Context: an optimization exercise on an open-source flow, tuned for small area, a short achievable clock period and few clock cycles. The choices shown serve that exercise and are no tape-out recipe. Where RTL was checked, it was by simulation tests only, not by an equivalence proof against the original. For runs 2 and 3, only the layout was checked, not whether the RTL still works. No activity file was given, so power comes from the tool's default toggle rates.

==> flow/design.v <==
`default_nettype none
module swt_front #(
	parameter int NUM_TIMERS = 32
) (
	input  wire logic         clk,
	input  wire logic         arst_n,
	input  wire logic         push,
	output      logic         full,
	input  wire logic [1:0]   mode,
	input  wire logic [4:0]   timer_id,
	input  wire logic [15:0]  deadline,
	input  wire logic [7:0]   payload,
	input  wire logic         cmd_take,
	output      logic         cmd_valid,
	output      logic [1:0]   cmd_op,
	output      logic [NUM_TIMERS-1:0] cmd_sel,
	output      logic         cmd_wait,
	input  wire logic [NUM_TIMERS-1:0] busy_nx,
	output      logic [15:0]  cmd_deadline,
	output      logic         cmd_due,
	input  wire logic [15:0]  nxt,
	input  wire logic         nxt_inc,
	output      logic [7:0]   cmd_payload
);
	logic        sk_v;
	logic [1:0]  sk_op;
	logic [4:0]  sk_id;
	logic [15:0] sk_dl;
	logic [7:0]  sk_pl;
	logic        acc;
	logic [4:0]  ld_id;
	logic [NUM_TIMERS-1:0] ld_sel;
	logic [15:0] ld_dl;
	logic        ld_lt;
	logic        ld_eq;
	logic        hd_load;
	assign full    = sk_v;
	assign acc     = push && !sk_v && (mode != 2'd3);
	assign hd_load = !cmd_valid || cmd_take;
	assign ld_id   = sk_v ? sk_id : timer_id;
	assign ld_dl   = sk_v ? sk_dl : deadline;
	always_comb begin
		for (int i = 0; i < NUM_TIMERS; i++) begin
			ld_sel[i] = (ld_id == 5'(i));
		end
	end
	assign ld_lt   = (ld_dl < nxt);
	assign ld_eq   = (ld_dl == nxt);
	always_ff @(posedge clk) begin
		if (hd_load) begin
			cmd_op       <= sk_v ? sk_op : mode;
			cmd_sel      <= ld_sel;
			cmd_deadline <= ld_dl;
			cmd_due      <= nxt_inc ? (ld_lt || ld_eq) : (ld_lt || (nxt == 16'd0));
			cmd_payload  <= sk_v ? sk_pl : payload;
		end
		if (!sk_v) begin
			sk_op <= mode;
			sk_id <= timer_id;
			sk_dl <= deadline;
			sk_pl <= payload;
		end
	end
	always_ff @(posedge clk) begin
		cmd_wait <= |(busy_nx & (hd_load ? ld_sel : cmd_sel));
	end
	always_ff @(posedge clk or negedge arst_n) begin
		if (!arst_n) begin
			cmd_valid <= 1'b0;
			sk_v      <= 1'b0;
		end else begin
			if (hd_load) begin
				cmd_valid <= sk_v || acc;
				sk_v      <= 1'b0;
			end else if (acc) begin
				sk_v      <= 1'b1;
			end
		end
	end
endmodule
`default_nettype wire
`default_nettype none
module swt_res_fifo (
	input  wire logic         clk,
	input  wire logic         arst_n,
	input  wire logic         res_push,
	input  wire logic [4:0]   res_id,
	input  wire logic [7:0]   res_payload,
	input  wire logic         res_last,
	output      logic         res_full,
	input  wire logic         pop,
	output      logic         empty,
	output      logic [4:0]   out_id,
	output      logic [7:0]   out_payload,
	output      logic         out_last
);
	logic o_v;
	assign empty    = !o_v;
	assign res_full = o_v && !pop;
	always_ff @(posedge clk) begin
		if (!res_full) begin
			out_id      <= res_id;
			out_payload <= res_payload;
			out_last    <= res_last;
		end
	end
	always_ff @(posedge clk or negedge arst_n) begin
		if (!arst_n) begin
			o_v <= 1'b0;
		end else if (!res_full) begin
			o_v <= res_push;
		end
	end
endmodule
`default_nettype wire
`default_nettype none
module swt_back #(
	parameter int NUM_TIMERS = 32
) (
	input  wire logic         clk,
	input  wire logic         arst_n,
	input  wire logic         cmd_valid,
	input  wire logic [1:0]   cmd_op,
	input  wire logic [NUM_TIMERS-1:0] cmd_sel,
	input  wire logic         cmd_wait,
	output      logic [NUM_TIMERS-1:0] busy_nx,
	input  wire logic [15:0]  cmd_deadline,
	input  wire logic         cmd_due,
	output      logic [15:0]  nxt,
	output      logic         nxt_inc,
	input  wire logic [7:0]   cmd_payload,
	output      logic         cmd_take,
	input  wire logic         res_full,
	output      logic         res_push,
	output      logic [4:0]   res_id,
	output      logic [7:0]   res_payload,
	output      logic         res_last
);
	localparam logic [1:0] OP_TICK   = 2'd0;
	localparam logic [1:0] OP_ARM    = 2'd1;
	localparam logic [1:0] OP_CANCEL = 2'd2;
	logic [15:0]           nxt2_q;
	logic [NUM_TIMERS-1:0] active_q;
	logic [NUM_TIMERS-1:0] match_q;
	logic [NUM_TIMERS-1:0] rest_q;
	logic [NUM_TIMERS-1:0] pend2_q;
	logic [NUM_TIMERS-1:0] sel_q;
	logic                  p1v_q;
	logic                  p2v_q;
	logic                  selv_q;
	logic                  last_q;
	logic [15:0]           dl_mem [0:NUM_TIMERS-1];
	logic [7:0]            pl_mem [0:NUM_TIMERS-1];
	logic [NUM_TIMERS-1:0] hit2;
	logic [NUM_TIMERS-1:0] fire;
	logic [NUM_TIMERS-1:0] we;
	logic                  any_fire;
	logic                  p1_free;
	logic                  adv;
	logic                  is_tick;
	logic                  is_arm;
	logic                  is_cancel;
	logic                  tick_go;
	logic                  arm_go;
	function automatic logic [NUM_TIMERS-1:0] lowest(input logic [NUM_TIMERS-1:0] v);
		logic [NUM_TIMERS-1:0] p;
		p = v;
		for (int s = 1; s < NUM_TIMERS; s = s * 2) begin
			p = p | (p << s);
		end
		lowest = v & ~(p << 1);
	endfunction
	function automatic logic [NUM_TIMERS-1:0] above(input logic [NUM_TIMERS-1:0] v);
		logic [NUM_TIMERS-1:0] p;
		p = v;
		for (int s = 1; s < NUM_TIMERS; s = s * 2) begin
			p = p | (p << s);
		end
		above = v & (p << 1);
	endfunction
	function automatic logic single(input logic [NUM_TIMERS-1:0] v);
		logic [NUM_TIMERS-1:0] a;
		logic [NUM_TIMERS-1:0] m;
		a = v;
		m = '0;
		for (int w = 1; w < NUM_TIMERS; w = w * 2) begin
			for (int i = 0; i + w < NUM_TIMERS; i = i + 2 * w) begin
				m[i] = m[i] || m[i + w] || (a[i] && a[i + w]);
				a[i] = a[i] || a[i + w];
			end
		end
		single = !m[0];
	endfunction
	assign is_tick   = cmd_valid && (cmd_op == OP_TICK);
	assign is_arm    = cmd_valid && (cmd_op == OP_ARM);
	assign is_cancel = cmd_valid && (cmd_op == OP_CANCEL);
	assign res_push  = selv_q && !res_full;
	assign p1_free   = !p1v_q || (res_push && last_q);
	assign adv       = res_push || !selv_q;
	assign tick_go   = is_tick && (!p2v_q || p1_free);
	assign arm_go    = is_arm && !cmd_wait;
	assign cmd_take  = tick_go || arm_go || is_cancel;
	assign we        = arm_go ? cmd_sel : '0;
	assign busy_nx   = (res_push ? rest_q : (sel_q | rest_q)) | pend2_q |
	                   (is_tick ? (active_q & match_q) : '0);
	assign fire      = tick_go ? (active_q & match_q) : '0;
	assign any_fire  = tick_go && (|(active_q & match_q));
	assign nxt       = nxt2_q;
	assign nxt_inc   = tick_go;
	always_comb begin
		for (int i = 0; i < NUM_TIMERS; i++) begin
			hit2[i] = (dl_mem[i] == nxt2_q);
		end
	end
	always_comb begin
		res_id      = '0;
		res_payload = '0;
		for (int i = 0; i < NUM_TIMERS; i++) begin
			if (sel_q[i]) begin
				res_id      = res_id | 5'(i);
				res_payload = res_payload | pl_mem[i];
			end
		end
		res_last = last_q;
	end
	always_ff @(posedge clk) begin
		for (int i = 0; i < NUM_TIMERS; i++) begin
			if (we[i]) begin
				dl_mem[i] <= cmd_deadline;
				pl_mem[i] <= cmd_payload;
				match_q[i] <= cmd_due;
			end else if (tick_go) begin
				match_q[i] <= hit2[i];
			end
		end
	end
	always_ff @(posedge clk or negedge arst_n) begin
		if (!arst_n) begin
			nxt2_q   <= 16'd2;
			active_q <= '0;
			rest_q   <= '0;
			pend2_q  <= '0;
			sel_q    <= '0;
			p1v_q    <= 1'b0;
			p2v_q    <= 1'b0;
			selv_q   <= 1'b0;
			last_q   <= 1'b0;
		end else begin
			if (tick_go) begin
				nxt2_q <= nxt2_q + 1'b1;
			end
			for (int i = 0; i < NUM_TIMERS; i++) begin
				if (we[i]) begin
					active_q[i] <= 1'b1;
				end else if (is_cancel && cmd_sel[i]) begin
					active_q[i] <= 1'b0;
				end else if (fire[i]) begin
					active_q[i] <= 1'b0;
				end
			end
			if (p1_free) begin
				sel_q   <= '0;
				rest_q  <= p2v_q ? pend2_q : fire;
				selv_q  <= 1'b0;
				p1v_q   <= p2v_q || any_fire;
				pend2_q <= p2v_q ? fire : '0;
				p2v_q   <= p2v_q && any_fire;
			end else begin
				if (adv) begin
					sel_q  <= lowest(rest_q);
					rest_q <= above(rest_q);
					last_q <= single(rest_q);
					selv_q <= 1'b1;
				end
				pend2_q <= pend2_q | fire;
				p2v_q   <= p2v_q || any_fire;
			end
		end
	end
endmodule
`default_nettype wire
`default_nettype none
module software_timer_expiry_scan #(
	parameter int NUM_TIMERS = 32
) (
	input  wire logic         clk,
	input  wire logic         arst_n,
	input  wire logic         push,
	output      logic         full,
	input  wire logic [1:0]   mode,
	input  wire logic [4:0]   timer_id,
	input  wire logic [15:0]  deadline,
	input  wire logic [7:0]   payload,
	output      logic         empty,
	input  wire logic         pop,
	output      logic [4:0]   fired_timer,
	output      logic [7:0]   fired_payload,
	output      logic         last
);
	logic [1:0]  cmd_op;
	logic [NUM_TIMERS-1:0] cmd_sel;
	logic        cmd_wait;
	logic [NUM_TIMERS-1:0] busy_nx;
	logic [15:0] cmd_deadline;
	logic        cmd_due;
	logic [15:0] nxt;
	logic        nxt_inc;
	logic [7:0]  cmd_payload;
	logic        cmd_valid;
	logic        cmd_take;
	logic [4:0]  res_id;
	logic [7:0]  res_payload;
	logic        res_last;
	logic        res_push;
	logic        res_full;
	swt_front #(
		.NUM_TIMERS(NUM_TIMERS)
	) u_front (
		.clk          (clk),
		.arst_n       (arst_n),
		.push         (push),
		.full         (full),
		.mode         (mode),
		.timer_id     (timer_id),
		.deadline     (deadline),
		.payload      (payload),
		.cmd_take     (cmd_take),
		.cmd_valid    (cmd_valid),
		.cmd_op       (cmd_op),
		.cmd_sel      (cmd_sel),
		.cmd_wait     (cmd_wait),
		.busy_nx      (busy_nx),
		.cmd_deadline (cmd_deadline),
		.cmd_due      (cmd_due),
		.nxt          (nxt),
		.nxt_inc      (nxt_inc),
		.cmd_payload  (cmd_payload)
	);
	swt_back #(
		.NUM_TIMERS(NUM_TIMERS)
	) u_back (
		.clk          (clk),
		.arst_n       (arst_n),
		.cmd_valid    (cmd_valid),
		.cmd_op       (cmd_op),
		.cmd_sel      (cmd_sel),
		.cmd_wait     (cmd_wait),
		.busy_nx      (busy_nx),
		.cmd_deadline (cmd_deadline),
		.cmd_due      (cmd_due),
		.nxt          (nxt),
		.nxt_inc      (nxt_inc),
		.cmd_payload  (cmd_payload),
		.cmd_take     (cmd_take),
		.res_full     (res_full),
		.res_push     (res_push),
		.res_id       (res_id),
		.res_payload  (res_payload),
		.res_last     (res_last)
	);
	swt_res_fifo u_res_fifo (
		.clk         (clk),
		.arst_n      (arst_n),
		.res_push    (res_push),
		.res_id      (res_id),
		.res_payload (res_payload),
		.res_last    (res_last),
		.res_full    (res_full),
		.pop         (pop),
		.empty       (empty),
		.out_id      (fired_timer),
		.out_payload (fired_payload),
		.out_last    (last)
	);
endmodule
`default_nettype wire
==> flow/flow/run.sh <==
#!/bin/bash
# Layout flow: the standard flow (standard synthesis, ORFS place, CTS,
# route) with two changes: the port buffers are plain buf_4 cells instead of
# ORFS's default pick (a slow delay cell), and CTS inserts no dummy loads.
# Each tool's output goes to standard.log in this folder (and ORFS's own logs
# under orfs/logs).
set -o pipefail
export BUFFER_PORTS_ARGS="-buffer_cell sky130_fd_sc_hd__buf_4"
export CTS_ARGS="-sink_clustering_enable -repair_clock_nets -sink_clustering_size 20 -sink_clustering_max_diameter 70 -dont_use_dummy_load"
bash standard.sh > standard.log 2>&1
==> flow/standard.sh <==
#!/bin/bash
# synth_recipe.tcl (not shown) runs the flow's synth.tcl, then flattens the netlist and writes it again
# the make line also repeats each setting of config.mk as NAME=value (left out here)
make -C /OpenROAD-flow-scripts/flow DESIGN_CONFIG=/design/flow/config.mk WORK_HOME=/design/flow/orfs CLKGATE_MAP_FILE= SYNTH_SCRIPT=/design/flow/synth_recipe.tcl "${@:-finish}"
==> flow/config.mk <==
export PLATFORM = sky130hd
export DESIGN_NAME = software_timer_expiry_scan
export DESIGN_NICKNAME = software_timer_expiry_scan
export VERILOG_FILES = /design/flow/design.v
export SDC_FILE = /design/flow/constraint.sdc
export NUM_CORES = 4
export LEC_CHECK = 0
export ABC_CLOCK_PERIOD_IN_PS = 2600
export CAP_MARGIN = 20
export CORE_MARGIN = 2
export CORE_UTILIZATION = 40
export CTS_CLUSTER_DIAMETER = 70
export CTS_CLUSTER_SIZE = 20
export SETUP_SLACK_MARGIN = 3.4
export SLEW_MARGIN = 20
export TNS_END_PERCENT = 20
==> flow/constraint.sdc <==
create_clock -name core_clock -period 6.0 [get_ports {clk}]
set_input_delay 1.2000 -clock core_clock [delete_from_list [all_inputs] [get_ports {clk}]]
set_output_delay 1.2000 -clock core_clock [all_outputs]
set_load 0.01 [all_outputs]
==> impl_metrics.prom, run 1 <==
# TYPE chip_impl_metric gauge
chip_impl_metric{name="floorplan.io_pins",unit=""} 51
chip_impl_metric{name="cts_num_sinks",unit=""} 1056
chip_impl_metric{name="first_pass_iters",unit=""} 5
chip_impl_metric{name="final_layout_worst_hold_slack",unit="ps"} 454.8
chip_impl_metric{name="filler_cell_count",unit=""} 9503
chip_impl_metric{name="worst_setup_hold_path_clk_slew",unit="ps"} 80
chip_impl_metric{name="num_vias",unit=""} 26602
chip_impl_info{name="hold_crit_path_type",value="in2async"} 1
chip_impl_metric{name="drv_cap",unit=""} 0
chip_impl_metric{name="post_synth_edffs",unit=""} 841
chip_impl_metric{name="hpwl_after_detailed_placement",unit="um"} 75550
chip_impl_metric{name="setup-violations-final",unit=""} 0
chip_impl_info{name="critical_path.startpoint_type",value="flop"} 1
chip_impl_metric{name="wire_length_of_the_first_global_routing_pass",unit="um"} 183200
chip_impl_metric{name="fin_cells",unit=""} 4586
chip_impl_metric{name="ff2ff_path_depth",unit=""} 6
chip_impl_info{name="reg2reg_launch_point",value="u_front.cmd_op[1]"} 1
chip_impl_metric{name="slew-limit-headroom",unit="%"} 30.76
chip_impl_metric{name="grt_remaining_overflow",unit=""} 0
chip_impl_metric{name="placeableCoreArea",unit="sq mm"} 0.1086
chip_impl_metric{name="final_number_of_max_transition_violations",unit=""} 0
chip_impl_metric{name="ir_drop",unit="V"} 0.0002707
chip_impl_info{name="post_synth_top_flop",value="edfxtp_1"} 1
chip_impl_metric{name="placement_rows",unit=""} 121
chip_impl_metric{name="floorplan.initialDensity",unit="%"} 40.16
chip_impl_metric{name="placement.io_buffers",unit=""} 50
chip_impl_metric{name="chipWidth",unit="um"} 334.1
chip_impl_metric{name="arrival",unit="ps"} 3020
chip_impl_metric{name="numPlacedInstances",unit=""} 4486
chip_impl_metric{name="finalWorstSetupSlack",unit="ps"} 3365
chip_impl_metric{name="route.detailed.wl_per_inst",unit="um"} 28.35
chip_impl_metric{name="finalWorstPathRequiredPeriod",unit="ps"} 2635
chip_impl_metric{name="total_leakage_power",unit="nW"} 18.02
chip_impl_metric{name="grt_antenna_before_repair",unit=""} 5
chip_impl_metric{name="synth_top_area_share",unit="%"} 57.93
chip_impl_metric{name="die_area",unit="sq mm"} 0.1117
chip_impl_metric{name="detailedPlace.worstSlack",unit="ps"} 2074
chip_impl_metric{name="groute.usage.overall",unit="%"} 22.78
chip_impl_metric{name="drt_iter0_drc",unit=""} 3361
chip_impl_metric{name="detail_route.wirelength",unit="um"} 130000
chip_impl_metric{name="die_h",unit="um"} 334.1
chip_impl_metric{name="post_synth_inst_count",unit=""} 3105
chip_impl_metric{name="grt_start_max_net_pins",unit=""} 72
chip_impl_metric{name="postCtsHoldBufs",unit=""} 0
chip_impl_metric{name="clock_path_buffers",unit=""} 3
chip_impl_metric{name="number_of_global_route_vias_before_repair",unit=""} 25154
chip_impl_info{name="worstSetupPathType",value="reg2reg"} 1
chip_impl_info{name="main_area_contributors_after_synthesis",value="edfxtp_1, xor2_1, dfrtp_1, dfxtp_1, nor4_1"} 1
chip_impl_metric{name="antenna_cells_inserted",unit=""} 0
chip_impl_metric{name="total_power",unit="mW"} 16.62
chip_impl_metric{name="postSynthNetCount",unit=""} 3158
chip_impl_info{name="synth.cells.most_frequent",value="edfxtp_1, xor2_1, nand2_1"} 1
chip_impl_metric{name="postSynth.asyncResetShare",unit="%"} 14.30
chip_impl_metric{name="clock_insertion_delay_worst_skew",unit="ps"} 690
chip_impl_metric{name="antenna_violating_nets_post_route",unit=""} 0
chip_impl_metric{name="synth.cell_area",unit="sq mm"} 0.04360
chip_impl_metric{name="power_per_cell_area",unit="mW/mm^2"} 343.8
chip_impl_metric{name="reg2reg_setup_slack",unit="ps"} 3370
chip_impl_metric{name="highest_achievable_clock_rate",unit="GHz"} 0.3795
chip_impl_metric{name="fin_crit_sh",unit="%"} 43.92
chip_impl_metric{name="cts-buffers-inserted",unit=""} 61
chip_impl_metric{name="flow.area_growth_from_synthesis",unit="%"} 10.92
chip_impl_metric{name="final.setup_skew",unit="ps"} 56.49
chip_impl_metric{name="worst_ep_required_time",unit="ps"} 6380
chip_impl_metric{name="gpl_wtd_cong",unit=""} 0.9389
chip_impl_metric{name="drc_errors",unit=""} 0
chip_impl_metric{name="setup-tns-final",unit="ps"} 0
chip_impl_info{name="r2r-end",value="u_back.match_q[22]"} 1
chip_impl_metric{name="yosys_warnings",unit=""} 5
chip_impl_metric{name="synth_seq_area_share",unit="%"} 69.54
chip_impl_metric{name="clock_tree.htree_level_count",unit=""} 2
chip_impl_metric{name="crit_path_max_fanout",unit=""} 18
chip_impl_info{name="tritoncts_clock_tree",value="yes"} 1
chip_impl_metric{name="worst-slew-pin-transition",unit="ps"} 1039
chip_impl_metric{name="netlist-cell-type-count",unit=""} 65
chip_impl_info{name="endpoint_kind",value="flop"} 1
chip_impl_info{name="cts_root_buf",value="clkbuf_16"} 1
chip_impl_metric{name="nNetsFinal",unit=""} 3227
chip_impl_info{name="yosys.area.top_type",value="edfxtp_1"} 1
chip_impl_info{name="result_of_the_run",value="no timing/DRC/antenna violations"} 1
chip_impl_metric{name="postSynthRegisterBits",unit=""} 1056
chip_impl_metric{name="final-hold-violation-count",unit=""} 0
chip_impl_metric{name="route.detailed.vias_per_inst",unit=""} 5.801
chip_impl_info{name="grt_setup_unrepaired",value="yes"} 1
chip_impl_metric{name="final_layout_size_suffix_gt1_share",unit="%"} 11.10
chip_impl_metric{name="synth.avg_cell_area",unit="sq um"} 14.04
chip_impl_info{name="synth.most_common_cell",value="edfxtp_1"} 1
-- per-stage QoR --
step | utilization (%) | area (sq um)
2_1_floorplan | - | 43630
3_3_place_gp | 42.15 | 45760
3_5_place_dp | 42.16 | 45760
4_1_cts | 43.91 | 47660
5_1_grt | 44.55 | 48360
6_report | 44.55 | 48360
-- critical path: stages (launching register included) --
cell	delay [ps]
edfxtp_1	550
and4bb_4	370
nand2_1	140
clkinv_1	640
buf_4	500
nand2_1	90
o21ai_0	70
-- cells by family after synthesis --
family,count (synthesis),synth area share (%)
buffers and inverters,297,2.692
adders and majority gates,19,0.5396
muxes,63,1.527
xor gates and xnor gates,528,10.61
AOI/OAI and AO/OA,494,7.640
and+or+nand+nor,648,7.459
DFF,1056,69.54
-- per-layer routing --
layer	vias to the layer above	GRT usage, %	share of wire [%]
met5	-	0	0.012
met2	1179	37.13	47
li1	11607	-	-
met4	2	6.124	3.1
met3	206	3.137	7.5
met1	13608	32.04	43
-- state kept, by name, summed over array words and instances, names as in the netlist, 16 cells and up --
register / count
u_back.sel_q: 32
u_back.nxt2_q: 16
u_back.dl_mem: 512
u_back.pend2_q: 32
u_back.match_q: 32
u_back.active_q: 32
u_front.cmd_sel: 32
u_front.sk_dl: 16
u_front.cmd_deadline: 16
u_back.rest_q: 32
u_back.pl_mem: 256
-- cells in the final DEF (no fill, tap or decap), types with 6 or more instances in the layout --
cell type	count
edfxtp_1	841
xor2_1	512
nand2_1	199
nor4_1	150
o21ai_0	141
buf_4	138
dfrtp_1	133
a22oi_1	116
inv_1	115
nor2_1	109
nand4_1	65
clkbuf_16	65
dfxtp_1	64
nand3_1	63
a21oi_1	49
o211ai_1	32
a2111oi_0	27
a22o_1	26
mux2_2	24
o22ai_1	23
a32o_1	20
a221oi_1	19
ha_1	17
xnor2_1	16
mux2i_4	16
buf_6	12
or4_1	11
mux2i_2	11
mux2i_1	11
dfrtp_4	11
nor3_1	10
buf_12	8
o21ai_1	7
buf_8	7
a21o_1	6
o22ai_2	6
dfrtp_2	6
-- final cells by class --
cell class / instances / area, sq um / share of cell area (%)
Clock buffer: 61 / 1526 / 3.157
Inverter: 129 / 515.5 / 1.066
Multi-Input combinational cell: 1753 / 12530 / 25.91
Sequential cell: 1056 / 30370 / 62.80
Tap cell: 1414 / 1769 / 3.659
Timing Repair Buffer: 173 / 1647 / 3.405
-- worst max-delay path by stage --
stage	from	endpoint	slack [ps]	cells after the start
2_1_floorplan	deadline[9]	u_front.cmd_due	3220	9
3_5_place_dp	pop	u_front.cmd_wait	2070	8
4_1_cts	u_front.cmd_op[1]	u_back.match_q[25]	3400	5
3_3_place_gp	pop	u_front.cmd_wait	2120	8
6_report	u_front.cmd_op[1]	u_back.match_q[22]	3370	6
5_1_grt	pop	u_front.cmd_wait	3310	11
-- report_power, final --
group	internal, mW	leakage (nW)	switching (mW)
logic	1.04	7.09	2.27
registers	8.70	10.2	0.549
clock network	1.79	0.752	2.28
-- timing repair --
item                                    CTS  global route
cloned                                    1             6
pin swaps                                 3            15
resized for setup                        49            79
endpoints found under the setup margin  211            48
buffers inserted                         12            17
Testbench counts, summed over its fixed seeds: cycles 16,436.
==> run 2: changes to the inputs <==
--- a/flow/design.v
+++ b/flow/design.v
@@ -16,6 +16,8 @@
 	output      logic [NUM_TIMERS-1:0] cmd_sel,
 	output      logic         cmd_wait,
 	input  wire logic [NUM_TIMERS-1:0] busy_nx,
+	input  wire logic [NUM_TIMERS-1:0] busy_sel,
+	input  wire logic         sent,
 	output      logic [15:0]  cmd_deadline,
 	output      logic         cmd_due,
 	input  wire logic [15:0]  nxt,
@@ -30,6 +32,9 @@
 	logic        acc;
 	logic [4:0]  ld_id;
 	logic [NUM_TIMERS-1:0] ld_sel;
+	logic [4:0]  cmd_id;
+	logic        wait_ld;
+	logic        wait_hd;
 	logic [15:0] ld_dl;
 	logic        ld_lt;
 	logic        ld_eq;
@@ -41,7 +46,8 @@
 	assign ld_dl   = sk_v ? sk_dl : deadline;
 	always_comb begin
 		for (int i = 0; i < NUM_TIMERS; i++) begin
-			ld_sel[i] = (ld_id == 5'(i));
+			ld_sel[i]  = (ld_id == 5'(i));
+			cmd_sel[i] = (cmd_id == 5'(i));
 		end
 	end
 	assign ld_lt   = (ld_dl < nxt);
@@ -49,7 +55,7 @@
 	always_ff @(posedge clk) begin
 		if (hd_load) begin
 			cmd_op       <= sk_v ? sk_op : mode;
-			cmd_sel      <= ld_sel;
+			cmd_id       <= ld_id;
 			cmd_deadline <= ld_dl;
 			cmd_due      <= nxt_inc ? (ld_lt || ld_eq) : (ld_lt || (nxt == 16'd0));
 			cmd_payload  <= sk_v ? sk_pl : payload;
@@ -61,8 +67,10 @@
 			sk_pl <= payload;
 		end
 	end
+	assign wait_ld = (|(busy_nx & ld_sel)) || (!sent && (|(busy_sel & ld_sel)));
+	assign wait_hd = (|(busy_nx & cmd_sel)) || (!sent && (|(busy_sel & cmd_sel)));
 	always_ff @(posedge clk) begin
-		cmd_wait <= |(busy_nx & (hd_load ? ld_sel : cmd_sel));
+		cmd_wait <= hd_load ? wait_ld : wait_hd;
 	end
 	always_ff @(posedge clk or negedge arst_n) begin
 		if (!arst_n) begin
@@ -124,6 +132,7 @@
 	input  wire logic [NUM_TIMERS-1:0] cmd_sel,
 	input  wire logic         cmd_wait,
 	output      logic [NUM_TIMERS-1:0] busy_nx,
+	output      logic [NUM_TIMERS-1:0] busy_sel,
 	input  wire logic [15:0]  cmd_deadline,
 	input  wire logic         cmd_due,
 	output      logic [15:0]  nxt,
@@ -201,8 +210,8 @@
 	assign arm_go    = is_arm && !cmd_wait;
 	assign cmd_take  = tick_go || arm_go || is_cancel;
 	assign we        = arm_go ? cmd_sel : '0;
-	assign busy_nx   = (res_push ? rest_q : (sel_q | rest_q)) | pend2_q |
-	                   (is_tick ? (active_q & match_q) : '0);
+	assign busy_nx   = rest_q | pend2_q | (is_tick ? (active_q & match_q) : '0);
+	assign busy_sel  = sel_q;
 	assign fire      = tick_go ? (active_q & match_q) : '0;
 	assign any_fire  = tick_go && (|(active_q & match_q));
 	assign nxt       = nxt2_q;
@@ -259,9 +268,10 @@
 				end
 			end
 			if (p1_free) begin
-				sel_q   <= '0;
-				rest_q  <= p2v_q ? pend2_q : fire;
-				selv_q  <= 1'b0;
+				sel_q   <= lowest(pend2_q);
+				rest_q  <= p2v_q ? above(pend2_q) : fire;
+				last_q  <= single(pend2_q);
+				selv_q  <= p2v_q;
 				p1v_q   <= p2v_q || any_fire;
 				pend2_q <= p2v_q ? fire : '0;
 				p2v_q   <= p2v_q && any_fire;
@@ -301,6 +311,7 @@
 	logic [NUM_TIMERS-1:0] cmd_sel;
 	logic        cmd_wait;
 	logic [NUM_TIMERS-1:0] busy_nx;
+	logic [NUM_TIMERS-1:0] busy_sel;
 	logic [15:0] cmd_deadline;
 	logic        cmd_due;
 	logic [15:0] nxt;
@@ -330,6 +341,8 @@
 		.cmd_sel      (cmd_sel),
 		.cmd_wait     (cmd_wait),
 		.busy_nx      (busy_nx),
+		.busy_sel     (busy_sel),
+		.sent         (res_push),
 		.cmd_deadline (cmd_deadline),
 		.cmd_due      (cmd_due),
 		.nxt          (nxt),
@@ -346,6 +359,7 @@
 		.cmd_sel      (cmd_sel),
 		.cmd_wait     (cmd_wait),
 		.busy_nx      (busy_nx),
+		.busy_sel     (busy_sel),
 		.cmd_deadline (cmd_deadline),
 		.cmd_due      (cmd_due),
 		.nxt          (nxt),
--- a/flow/flow/run.sh
+++ b/flow/flow/run.sh
@@ -6,5 +6,5 @@
 # under orfs/logs).
 set -o pipefail
 export BUFFER_PORTS_ARGS="-buffer_cell sky130_fd_sc_hd__buf_4"
-export CTS_ARGS="-sink_clustering_enable -repair_clock_nets -sink_clustering_size 20 -sink_clustering_max_diameter 70 -dont_use_dummy_load"
+export CTS_ARGS="-sink_clustering_enable -repair_clock_nets -sink_clustering_size 24 -sink_clustering_max_diameter 80 -dont_use_dummy_load"
 bash standard.sh > standard.log 2>&1
--- a/flow/config.mk
+++ b/flow/config.mk
@@ -9,8 +9,8 @@
 export CAP_MARGIN = 20
 export CORE_MARGIN = 2
 export CORE_UTILIZATION = 40
-export CTS_CLUSTER_DIAMETER = 70
-export CTS_CLUSTER_SIZE = 20
+export CTS_CLUSTER_DIAMETER = 80
+export CTS_CLUSTER_SIZE = 24
 export SETUP_SLACK_MARGIN = 3.4
 export SLEW_MARGIN = 20
-export TNS_END_PERCENT = 20
+export TNS_END_PERCENT = 5
==> run 2 against run 1 <==
Still clean. Clock power is 6.4% lower. Register-to-register slack worse by 170 ps. Non-clock buffer count is 29 higher. Global-route usage is 3.0 points higher. Final cell count is 6.7% higher. Critical path type unchanged. Highest routed layer is now met4.
==> impl_metrics.prom, run 2 <==
# TYPE chip_impl_metric gauge
chip_impl_metric{name="ir_drop",unit="V"} 0.0002712
chip_impl_metric{name="clock_tree.htree_level_count",unit=""} 2
chip_impl_metric{name="netlist-cell-type-count",unit=""} 82
chip_impl_metric{name="synth.mux.area_fraction",unit="%"} 0.7550
chip_impl_info{name="synth.most_common_cell",value="edfxtp_1"} 1
chip_impl_metric{name="share_of_the_synthesized_area_in_compound_gates_ao_oa_aoi_oai",unit="%"} 9.071
chip_impl_metric{name="synth-adder-area-share",unit="%"} 0.5725
chip_impl_metric{name="wire_length_of_the_first_global_routing_pass",unit="um"} 209100
chip_impl_info{name="grt_setup_unrepaired",value="yes"} 1
chip_impl_info{name="critical_path.startpoint_type",value="flop"} 1
chip_impl_metric{name="share_of_the_synthesized_netlist_area_taken_by_xor_and_xnor_gates",unit="%"} 10.37
chip_impl_metric{name="hpwl_after_detailed_placement",unit="um"} 91110
chip_impl_metric{name="postSynthNetCount",unit=""} 3388
chip_impl_metric{name="yosys_warnings",unit=""} 5
chip_impl_info{name="worst_setup_path_startpoint",value="u_front.cmd_id[0]"} 1
chip_impl_metric{name="placeableCoreArea",unit="sq mm"} 0.1107
chip_impl_metric{name="final_number_of_max_transition_violations",unit=""} 0
chip_impl_metric{name="route.detailed.vias_per_inst",unit=""} 6.041
chip_impl_info{name="cells_traversed_along_the_worst_timing_path",value="and2_1 > nand2_1 > nor2_4 > buf_4"} 1
chip_impl_metric{name="total_power",unit="mW"} 17.91
chip_impl_metric{name="synth.avg_cell_area",unit="sq um"} 13.37
chip_impl_metric{name="cts-buffers-inserted",unit=""} 54
chip_impl_metric{name="synth_simple_gate_area_share",unit="%"} 10.13
chip_impl_metric{name="post_synth_inst_count",unit=""} 3335
chip_impl_metric{name="placement_rows",unit=""} 122
chip_impl_metric{name="synth_seq_area_share",unit="%"} 66.90
chip_impl_metric{name="final.setup_skew",unit="ps"} 66.06
chip_impl_metric{name="flow.area_growth_from_synthesis",unit="%"} 10.23
chip_impl_info{name="path_delay_family",value="simple AND/OR/NAND/NOR gates"} 1
chip_impl_metric{name="drc_errors",unit=""} 0
chip_impl_metric{name="cts_num_sinks",unit=""} 1029
chip_impl_metric{name="grt_antenna_before_repair",unit=""} 3
chip_impl_info{name="synth_top_family_by_area",value="XOR/XNOR gates"} 1
chip_impl_info{name="reg2reg_launch_point",value="u_front.cmd_id[0]"} 1
chip_impl_metric{name="setup-tns-final",unit="ps"} 0
chip_impl_info{name="yosys.area.top_type",value="edfxtp_1"} 1
chip_impl_metric{name="fin_crit_sh",unit="%"} 46.77
chip_impl_metric{name="final_layout_worst_hold_slack",unit="ps"} 472.7
chip_impl_metric{name="stdcell_area",unit="sq mm"} 0.04914
chip_impl_metric{name="detail_route.wirelength",unit="um"} 149400
chip_impl_metric{name="total_leakage_power",unit="nW"} 17.69
chip_impl_metric{name="number_of_global_route_vias_before_repair",unit=""} 28002
chip_impl_metric{name="num_vias",unit=""} 29548
chip_impl_metric{name="final_layout_size_suffix_gt1_share",unit="%"} 11.35
chip_impl_metric{name="drt_iter0_drc",unit=""} 3795
chip_impl_metric{name="setup-violations-final",unit=""} 0
chip_impl_metric{name="postSynthRegisterBits",unit=""} 1029
chip_impl_metric{name="filler_cell_count",unit=""} 9986
chip_impl_metric{name="clock_insertion_delay_worst_skew",unit="ps"} 670
chip_impl_metric{name="first_pass_iters",unit=""} 6
chip_impl_metric{name="postSynth.asyncResetShare",unit="%"} 14.67
chip_impl_metric{name="power_per_cell_area",unit="mW/mm^2"} 364.5
chip_impl_metric{name="arrival",unit="ps"} 3160
chip_impl_info{name="cp_slowest_cell",value="edfxtp_1"} 1
chip_impl_metric{name="crit_path_max_incr_delay",unit="ps"} 600
chip_impl_metric{name="worst-slew-pin-transition",unit="ps"} 1192
chip_impl_metric{name="largest_reg_flops",unit=""} 512
chip_impl_info{name="hold_crit_path_type",value="reg2reg"} 1
chip_impl_metric{name="groute.usage.overall",unit="%"} 25.78
chip_impl_metric{name="antenna_violating_nets_post_route",unit=""} 0
chip_impl_info{name="main_area_contributors_after_synthesis",value="edfxtp_1, xor2_1, dfrtp_1, a22oi_1, nand2_1"} 1
chip_impl_info{name="largest_register",value="u_back.dl_mem"} 1
chip_impl_info{name="tritoncts_clock_tree",value="yes"} 1
chip_impl_metric{name="instance_area_at_placement",unit="sq mm"} 0.04697
chip_impl_metric{name="chipWidth",unit="um"} 337.8
chip_impl_metric{name="clock_path_buffers",unit=""} 3
chip_impl_metric{name="gpl_wtd_cong",unit=""} 1.011
chip_impl_metric{name="cp.buffers_inverters",unit=""} 1
chip_impl_info{name="largest_registers",value="u_back.dl_mem x512, u_back.pl_mem x256"} 1
chip_impl_metric{name="floorplan.io_pins",unit=""} 51
chip_impl_info{name="most-common-layout-cells",value="edfxtp_1, xor2_1, nand2_1"} 1
chip_impl_metric{name="grt_remaining_overflow",unit=""} 0
chip_impl_metric{name="drv_cap",unit=""} 0
chip_impl_info{name="synth.cells.most_frequent",value="edfxtp_1, xor2_1, nand2_1"} 1
chip_impl_metric{name="synth.cell_area",unit="sq mm"} 0.04458
chip_impl_metric{name="finalWorstPathRequiredPeriod",unit="ps"} 2806
chip_impl_metric{name="die_h",unit="um"} 337.8
chip_impl_metric{name="final-hold-violation-count",unit=""} 0
chip_impl_metric{name="route.detailed.wl_per_inst",unit="um"} 30.55
chip_impl_info{name="cts_root_buf",value="clkbuf_16"} 1
chip_impl_metric{name="placement.io_buffers",unit=""} 50
chip_impl_info{name="most_common_library_cell_in_the_layout_ignoring_fill_and_taps",value="edfxtp_1"} 1
chip_impl_metric{name="post_synth_edffs",unit=""} 846
chip_impl_metric{name="highest_achievable_clock_rate",unit="GHz"} 0.3563
chip_impl_metric{name="crit_path_max_fanout",unit=""} 19
chip_impl_metric{name="grt_start_max_net_pins",unit=""} 79
chip_impl_metric{name="slew-limit-headroom",unit="%"} 20.52
chip_impl_metric{name="die_area",unit="sq mm"} 0.1141
chip_impl_info{name="post_synth_top_flop",value="edfxtp_1"} 1
chip_impl_info{name="worstSetupPathType",value="reg2reg"} 1
chip_impl_info{name="endpoint_kind",value="flop"} 1
chip_impl_info{name="min_from",value="u_front.sk_pl[3]"} 1
chip_impl_metric{name="floorplan.initialDensity",unit="%"} 40.28
chip_impl_metric{name="worst_setup_hold_path_clk_slew",unit="ps"} 90
chip_impl_metric{name="synth_top_area_share",unit="%"} 56.98
chip_impl_metric{name="nNetsFinal",unit=""} 3456
chip_impl_metric{name="worst_ep_required_time",unit="ps"} 6350
chip_impl_info{name="result_of_the_run",value="no timing/DRC/antenna violations"} 1
-- run 2: cell count changes in the layout (fill, tap and decap cells not counted), moves of 32 or more --
cell and change:
buf_4 +41, dfxtp_1 -32, inv_1 -57, nand2_1 +68
nand3_1 +36, nor2_1 +49
-- run 2: kinds of logic after synthesis --
kind of cell,after synthesis
xor+xnor,528
fa+ha+maj,21
compound gates,584
flops,1029
mux,30
buf+inv,256
simple gates,887
-- run 2: final cells by class --
type	instances	area [sq um]	share of cell area [%]
Sequential cell	1029	29900	60.84
Timing Repair Buffer	202	1725	3.511
Tap cell	1488	1862	3.789
Inverter	66	269.0	0.5474
Clock buffer	54	1351	2.750
Multi-Input combinational cell	2050	14030	28.55
Antenna cell	2	5.005	0.01018
-- run 2: path summary, 6_finish.rpt --
path / slack [ps] / endpoint / depth (start not counted)
max reg2reg: 3190 / u_back.pl_mem[23][4] / 4
min in group asynchronous: 530 / u_back.sel_q[30] / 1
min reg2reg: 470 / u_front.sk_pl[3] / 1
max in group asynchronous: 4290 / u_back.pend2_q[3] / 2
max: 3190 / u_back.pl_mem[23][4] / 4
min: 470 / u_front.sk_pl[3] / 1
-- run 2: power breakdown --
part / leakage, nW / internal, mW / switching [mW]
logic: 7.11 / 1.50 / 3.16
clock network: 0.665 / 1.60 / 2.22
registers: 9.92 / 8.62 / 0.817
total: 17.7 / 11.7 / 6.20
-- run 2: stage by stage --
stage / setup WS, ps / std cells / util [%]
finish: 3194 / 4891 / 44.40
global route: 3168 / 4889 / 44.40
CTS: 3237 / 4868 / 44.11
detailed placement: 1982 / 4789 / 42.45
global placement: 2104 / 4789 / 42.45
floorplan: 2867 / 3335 / -
-- run 2: what timing repair did --
item | CTS | global route
endpoints found under the hold margin | 0 | 0
resized for setup | 57 | 50
cloned | 2 | 0
setup buffers | 23 | 21
pin swaps | 11 | 10
setup endpoints to repair | 381 | 216
hold buffers | 0 | 0
-- run 2: worst reg2reg max path, cell delays in order, from the launching register on --
cell and delay [ps]:
edfxtp_1 600, and2_1 590, nand2_1 330, nor2_4 570, buf_4 400
-- run 2: routing by layer --
layer	GRT usage, %	vias to the layer above	wire (um)
met5	0	-	0
met4	10.42	0	7211
met3	3.861	338	12250
met2	41.25	1502	68740
met1	35.32	15104	61220
li1	-	12604	-
==> run 3: changes to the inputs <==
--- a/flow/design.v
+++ b/flow/design.v
@@ -16,9 +16,8 @@
 	output      logic [NUM_TIMERS-1:0] cmd_sel,
 	output      logic         cmd_wait,
 	input  wire logic [NUM_TIMERS-1:0] busy_nx,
-	input  wire logic [NUM_TIMERS-1:0] busy_sel,
-	input  wire logic         sent,
-	output      logic [15:0]  cmd_deadline,
+	output      logic [NUM_TIMERS-1:0] dl_we,
+	output      logic [15:0]  dl_wdata,
 	output      logic         cmd_due,
 	input  wire logic [15:0]  nxt,
 	input  wire logic         nxt_inc,
@@ -32,9 +31,6 @@
 	logic        acc;
 	logic [4:0]  ld_id;
 	logic [NUM_TIMERS-1:0] ld_sel;
-	logic [4:0]  cmd_id;
-	logic        wait_ld;
-	logic        wait_hd;
 	logic [15:0] ld_dl;
 	logic        ld_lt;
 	logic        ld_eq;
@@ -46,17 +42,17 @@
 	assign ld_dl   = sk_v ? sk_dl : deadline;
 	always_comb begin
 		for (int i = 0; i < NUM_TIMERS; i++) begin
-			ld_sel[i]  = (ld_id == 5'(i));
-			cmd_sel[i] = (cmd_id == 5'(i));
+			ld_sel[i] = (ld_id == 5'(i));
 		end
 	end
 	assign ld_lt   = (ld_dl < nxt);
 	assign ld_eq   = (ld_dl == nxt);
+	assign dl_wdata = ld_dl;
+	assign dl_we    = (hd_load && (sk_v || acc) && ((sk_v ? sk_op : mode) == 2'd1)) ? ld_sel : '0;
 	always_ff @(posedge clk) begin
 		if (hd_load) begin
 			cmd_op       <= sk_v ? sk_op : mode;
-			cmd_id       <= ld_id;
-			cmd_deadline <= ld_dl;
+			cmd_sel      <= ld_sel;
 			cmd_due      <= nxt_inc ? (ld_lt || ld_eq) : (ld_lt || (nxt == 16'd0));
 			cmd_payload  <= sk_v ? sk_pl : payload;
 		end
@@ -67,10 +63,8 @@
 			sk_pl <= payload;
 		end
 	end
-	assign wait_ld = (|(busy_nx & ld_sel)) || (!sent && (|(busy_sel & ld_sel)));
-	assign wait_hd = (|(busy_nx & cmd_sel)) || (!sent && (|(busy_sel & cmd_sel)));
 	always_ff @(posedge clk) begin
-		cmd_wait <= hd_load ? wait_ld : wait_hd;
+		cmd_wait <= |(busy_nx & (hd_load ? ld_sel : cmd_sel));
 	end
 	always_ff @(posedge clk or negedge arst_n) begin
 		if (!arst_n) begin
@@ -132,8 +126,8 @@
 	input  wire logic [NUM_TIMERS-1:0] cmd_sel,
 	input  wire logic         cmd_wait,
 	output      logic [NUM_TIMERS-1:0] busy_nx,
-	output      logic [NUM_TIMERS-1:0] busy_sel,
-	input  wire logic [15:0]  cmd_deadline,
+	input  wire logic [NUM_TIMERS-1:0] dl_we,
+	input  wire logic [15:0]  dl_wdata,
 	input  wire logic         cmd_due,
 	output      logic [15:0]  nxt,
 	output      logic         nxt_inc,
@@ -210,8 +204,8 @@
 	assign arm_go    = is_arm && !cmd_wait;
 	assign cmd_take  = tick_go || arm_go || is_cancel;
 	assign we        = arm_go ? cmd_sel : '0;
-	assign busy_nx   = rest_q | pend2_q | (is_tick ? (active_q & match_q) : '0);
-	assign busy_sel  = sel_q;
+	assign busy_nx   = (res_push ? rest_q : (sel_q | rest_q)) | pend2_q |
+	                   (is_tick ? (active_q & match_q) : '0);
 	assign fire      = tick_go ? (active_q & match_q) : '0;
 	assign any_fire  = tick_go && (|(active_q & match_q));
 	assign nxt       = nxt2_q;
@@ -234,8 +228,10 @@
 	end
 	always_ff @(posedge clk) begin
 		for (int i = 0; i < NUM_TIMERS; i++) begin
+			if (dl_we[i]) begin
+				dl_mem[i] <= dl_wdata;
+			end
 			if (we[i]) begin
-				dl_mem[i] <= cmd_deadline;
 				pl_mem[i] <= cmd_payload;
 				match_q[i] <= cmd_due;
 			end else if (tick_go) begin
@@ -268,10 +264,9 @@
 				end
 			end
 			if (p1_free) begin
-				sel_q   <= lowest(pend2_q);
-				rest_q  <= p2v_q ? above(pend2_q) : fire;
-				last_q  <= single(pend2_q);
-				selv_q  <= p2v_q;
+				sel_q   <= '0;
+				rest_q  <= p2v_q ? pend2_q : fire;
+				selv_q  <= 1'b0;
 				p1v_q   <= p2v_q || any_fire;
 				pend2_q <= p2v_q ? fire : '0;
 				p2v_q   <= p2v_q && any_fire;
@@ -311,8 +306,8 @@
 	logic [NUM_TIMERS-1:0] cmd_sel;
 	logic        cmd_wait;
 	logic [NUM_TIMERS-1:0] busy_nx;
-	logic [NUM_TIMERS-1:0] busy_sel;
-	logic [15:0] cmd_deadline;
+	logic [NUM_TIMERS-1:0] dl_we;
+	logic [15:0] dl_wdata;
 	logic        cmd_due;
 	logic [15:0] nxt;
 	logic        nxt_inc;
@@ -341,9 +336,8 @@
 		.cmd_sel      (cmd_sel),
 		.cmd_wait     (cmd_wait),
 		.busy_nx      (busy_nx),
-		.busy_sel     (busy_sel),
-		.sent         (res_push),
-		.cmd_deadline (cmd_deadline),
+		.dl_we        (dl_we),
+		.dl_wdata     (dl_wdata),
 		.cmd_due      (cmd_due),
 		.nxt          (nxt),
 		.nxt_inc      (nxt_inc),
@@ -359,8 +353,8 @@
 		.cmd_sel      (cmd_sel),
 		.cmd_wait     (cmd_wait),
 		.busy_nx      (busy_nx),
-		.busy_sel     (busy_sel),
-		.cmd_deadline (cmd_deadline),
+		.dl_we        (dl_we),
+		.dl_wdata     (dl_wdata),
 		.cmd_due      (cmd_due),
 		.nxt          (nxt),
 		.nxt_inc      (nxt_inc),
--- a/flow/config.mk
+++ b/flow/config.mk
@@ -13,4 +13,4 @@
 export CTS_CLUSTER_SIZE = 24
 export SETUP_SLACK_MARGIN = 3.4
 export SLEW_MARGIN = 20
-export TNS_END_PERCENT = 5
+export TNS_END_PERCENT = 20
==> run 3 against run 2 <==
Critical path depth up 7. Still clean. Total power decreased by 7.0%. Fmax shrank 8.4%. Wire length is 9.1% lower. Combinational power down 18%. Register-to-register slack got worse by 230 ps. Worst setup slack lost 260 ps.
==> impl_metrics.prom, run 3 <==
# TYPE chip_impl_metric gauge
chip_impl_metric{name="die_area",unit="sq mm"} 0.1121
chip_impl_metric{name="antenna_violating_nets_post_route",unit=""} 0
chip_impl_metric{name="final-hold-violation-count",unit=""} 0
chip_impl_metric{name="multi_input_area",unit="sq mm"} 0.01351
chip_impl_info{name="synth.cells.most_frequent",value="edfxtp_1, xor2_1, nand2_1"} 1
chip_impl_metric{name="placeableCoreArea",unit="sq mm"} 0.1087
chip_impl_metric{name="crit_path_max_fanout",unit=""} 9
chip_impl_info{name="largest_register",value="u_back.dl_mem"} 1
chip_impl_metric{name="fin_crit_sh",unit="%"} 51.07
chip_impl_info{name="most_common_library_cell_in_the_layout_ignoring_fill_and_taps",value="edfxtp_1"} 1
chip_impl_metric{name="yosys_warnings",unit=""} 5
chip_impl_info{name="result_of_the_run",value="no timing/DRC/antenna violations"} 1
chip_impl_metric{name="setup-tns-final",unit="ps"} 0
chip_impl_metric{name="filler_cell_count",unit=""} 9709
chip_impl_info{name="worstSetupPathType",value="in2reg"} 1
chip_impl_metric{name="final_layout_size_suffix_gt1_share",unit="%"} 12.65
chip_impl_metric{name="chipWidth",unit="um"} 334.8
chip_impl_metric{name="arrival",unit="ps"} 3610
chip_impl_info{name="cp_slowest_cell",value="or4_4"} 1
chip_impl_metric{name="worst-slew-pin-transition",unit="ps"} 1072
chip_impl_metric{name="detail_route.wirelength",unit="um"} 135900
chip_impl_metric{name="drt_iter0_drc",unit=""} 3337
chip_impl_metric{name="flow.area_growth_from_synthesis",unit="%"} 12.30
chip_impl_metric{name="finalWorstSetupSlack",unit="ps"} 2936
chip_impl_metric{name="crit_path_max_incr_delay",unit="ps"} 520
chip_impl_metric{name="post_synth_edffs",unit=""} 825
chip_impl_metric{name="numPlacedInstances",unit=""} 4570
chip_impl_metric{name="synth.cell_area",unit="sq mm"} 0.04377
chip_impl_metric{name="worst_ep_required_time",unit="ps"} 6550
chip_impl_metric{name="die_h",unit="um"} 334.8
chip_impl_metric{name="floorplan.initialDensity",unit="%"} 40.26
chip_impl_metric{name="grt_antenna_before_repair",unit=""} 9
chip_impl_info{name="hold_crit_path_type",value="reg2reg"} 1
chip_impl_metric{name="wire_length_of_the_first_global_routing_pass",unit="um"} 190900
chip_impl_info{name="largest_registers",value="u_back.dl_mem x512, u_back.pl_mem x256"} 1
chip_impl_info{name="most-common-layout-cells",value="edfxtp_1, xor2_1, nand2_1"} 1
chip_impl_info{name="cts_root_buf",value="clkbuf_16"} 1
chip_impl_metric{name="postSynth.asyncResetShare",unit="%"} 14.52
chip_impl_metric{name="setup-violations-final",unit=""} 0
chip_impl_metric{name="synth_seq_area_share",unit="%"} 68.17
chip_impl_info{name="grt_setup_unrepaired",value="yes"} 1
chip_impl_metric{name="grt_start_max_net_pins",unit=""} 69
chip_impl_metric{name="first_pass_iters",unit=""} 8
chip_impl_info{name="endpoint_kind",value="flop"} 1
chip_impl_metric{name="cts-buffers-inserted",unit=""} 54
chip_impl_metric{name="floorplan.io_pins",unit=""} 51
chip_impl_info{name="path_delay_family",value="simple AND/OR/NAND/NOR gates"} 1
chip_impl_metric{name="grt_remaining_overflow",unit=""} 0
chip_impl_info{name="post_synth_top_flop",value="edfxtp_1"} 1
chip_impl_metric{name="power_per_cell_area",unit="mW/mm^2"} 339.0
chip_impl_metric{name="clock_tree.htree_level_count",unit=""} 2
chip_impl_metric{name="instance_area_at_placement",unit="sq mm"} 0.04598
chip_impl_metric{name="worst_setup_hold_path_clk_slew",unit="ps"} 90
chip_impl_metric{name="detailedPlace.worstSlack",unit="ps"} 1262
chip_impl_metric{name="reg2reg_setup_slack",unit="ps"} 2960
chip_impl_metric{name="largest_reg_flops",unit=""} 512
chip_impl_info{name="tritoncts_clock_tree",value="yes"} 1
chip_impl_metric{name="postSynthNetCount",unit=""} 3278
chip_impl_metric{name="seqCellArea",unit="sq mm"} 0.02989
chip_impl_metric{name="netlist-cell-type-count",unit=""} 68
chip_impl_metric{name="synth.avg_cell_area",unit="sq um"} 13.57
chip_impl_metric{name="stdcell_area",unit="sq mm"} 0.04915
chip_impl_metric{name="clock_path_buffers",unit=""} 3
chip_impl_metric{name="total_leakage_power",unit="nW"} 17.44
chip_impl_metric{name="cp.buffers_inverters",unit=""} 4
chip_impl_metric{name="placement_rows",unit=""} 121
chip_impl_metric{name="hpwl_after_detailed_placement",unit="um"} 80430
chip_impl_metric{name="groute.usage.overall",unit="%"} 23.72
chip_impl_metric{name="drc_errors",unit=""} 0
chip_impl_metric{name="num_vias",unit=""} 27677
chip_impl_metric{name="slew-limit-headroom",unit="%"} 28.53
chip_impl_info{name="cells_traversed_along_the_worst_timing_path",value="buf_4 > nor2b_4 > inv_8 > a31oi_4 > a21o_1 > inv_6 > buf_12 > mux2_2 > a22o_1 > or4_4 > or4_1"} 1
chip_impl_metric{name="fin_cells",unit=""} 4720
chip_impl_metric{name="post_synth_inst_count",unit=""} 3225
chip_impl_metric{name="gpl_wtd_cong",unit=""} 0.9660
chip_impl_info{name="synth.most_common_cell",value="edfxtp_1"} 1
chip_impl_metric{name="finalWorstPathRequiredPeriod",unit="ps"} 3064
chip_impl_metric{name="clock_insertion_delay_worst_skew",unit="ps"} 690
chip_impl_metric{name="synth_top_area_share",unit="%"} 56.61
chip_impl_metric{name="ir_drop",unit="V"} 0.0002489
chip_impl_metric{name="nNetsFinal",unit=""} 3359
chip_impl_metric{name="postSynthRegisterBits",unit=""} 1040
chip_impl_metric{name="placement.io_buffers",unit=""} 50
chip_impl_metric{name="route.detailed.vias_per_inst",unit=""} 5.864
chip_impl_metric{name="highest_achievable_clock_rate",unit="GHz"} 0.3264
chip_impl_info{name="critical_path.startpoint_type",value="primary input"} 1
chip_impl_info{name="yosys.area.top_type",value="edfxtp_1"} 1
chip_impl_metric{name="final_number_of_max_transition_violations",unit=""} 0
chip_impl_metric{name="final.setup_skew",unit="ps"} 99.37
chip_impl_info{name="main_area_contributors_after_synthesis",value="edfxtp_1, xor2_1, dfrtp_1, dfxtp_1, nand2_1"} 1
chip_impl_metric{name="cts_num_sinks",unit=""} 1040
chip_impl_metric{name="number_of_global_route_vias_before_repair",unit=""} 26152
chip_impl_metric{name="route.detailed.wl_per_inst",unit="um"} 28.79
chip_impl_metric{name="drv_cap",unit=""} 0
==> run 3: worst reg2reg max path, stage by stage (launching register included) <==
cell and delay [ps]:
dfrtp_4 520, buf_6 170, buf_12 180, nor2b_2 200, a22oi_2 180, buf_6 140, nor2_1 50, mux2_2 280
a22o_1 200, or4_4 520, or4_1 470
==> run 3: final cells by class <==
cell class / count / area share (%)
Tap cell: 1414 / 3.600
Inverter: 85 / 0.6746
Clock buffer: 54 / 2.749
Timing Repair inverter: 1 / 0.01273
Multi-Input combinational cell: 1918 / 27.49
Antenna cell: 2 / 0.01018
Sequential cell: 1040 / 60.82
Timing Repair Buffer: 206 / 4.641
==> run 3: per-layer routing <==
metal,up-vias,global-route usage [%],share of wire (%)
met5,-,0,0
li1,12080,-,-
met3,256,3.094,7.7
met2,1318,38.39,46
met1,14023,32.52,41
met4,0,9.331,4.5
==> run 3: cells by family after synthesis <==
group / count (synthesis) / share of synthesized area [%]
compound gates: 538 / 8.359
xor+xnor: 528 / 10.57
fa+ha+maj: 20 / 0.5603
buf+inv: 267 / 2.327
flops: 1040 / 68.17
mux: 55 / 1.389
simple gates: 777 / 8.628
==> run 3: path summary, 6_finish.rpt <==
check,cells after the start,to,startpoint
min in group asynchronous,1,u_back.last_q,arst_n
min reg2reg,1,u_front.cmd_payload[1],u_front.sk_pl[1]
max reg2reg,10,u_front.cmd_wait,u_front.sk_v
max,11,u_front.cmd_wait,pop
min,1,u_front.cmd_payload[1],u_front.sk_pl[1]
max in group asynchronous,2,u_back.pend2_q[0],arst_n
==> run 3: where the power goes <==
part	internal [mW]	leakage, nW	total, mW	switching (mW)
clock network	1.60	0.665	3.82	2.22
registers	8.50	9.99	9.02	0.515
logic	1.27	6.78	3.83	2.56
total	11.4	17.4	16.7	5.29
==> run 3: timing repair <==
item	CTS	global route
cloned	1	4
setup endpoints to repair	715	628
pin swaps	25	16
setup buffers	47	37
gates resized for setup	78	90
hold buffers	0	0
==> run 3: per-stage QoR <==
| step | utilization, % | hold slack (ps) | total power [mW] |
|---|---|---|---|
| 6_report | 45.22 | 449.3 | 16.66 |
| 3_3_place_gp | 42.29 | 461.1 | 12.45 |
| 5_1_grt | 45.21 | 486.9 | 17.26 |
| 3_5_place_dp | 42.29 | 459.0 | 12.51 |
| 2_1_floorplan | - | 446.1 | 11.01 |
| 4_1_cts | 44.44 | 450.2 | 16.44 |

[port drivers added, routing unchanged]
In the flow no input, the clock included, has a driving cell. The finished layouts below were timed again as built, in two steps. Step 1, drivers: a clkbuf_16 drives clk and a buf_2 each remaining input, both assumed. Step 2 moves the port delays by t, midway between the first and last clock arrival at a register: inputs arrive t later, outputs are due t later. That takes back most of the time a late clock gives input paths. a / b / c = ideal ports / drivers / drivers and shift; a / b = the first two.
run	t (ns)	setup WS [ns]	worst data-port slew with drivers (ns)
run 1	0.730	3.365 / 3.365 / 2.680	0.06
run 2	0.712	3.194 / 3.194 / 2.707	0.05
run 3	0.711	2.936 / 2.963 / 2.263	0.09
After both steps setup and hold are still met in every run listed. The setup slack of run 1, which loses most, moves by 0.000 ns with the drivers and by -0.685 ns with both steps.
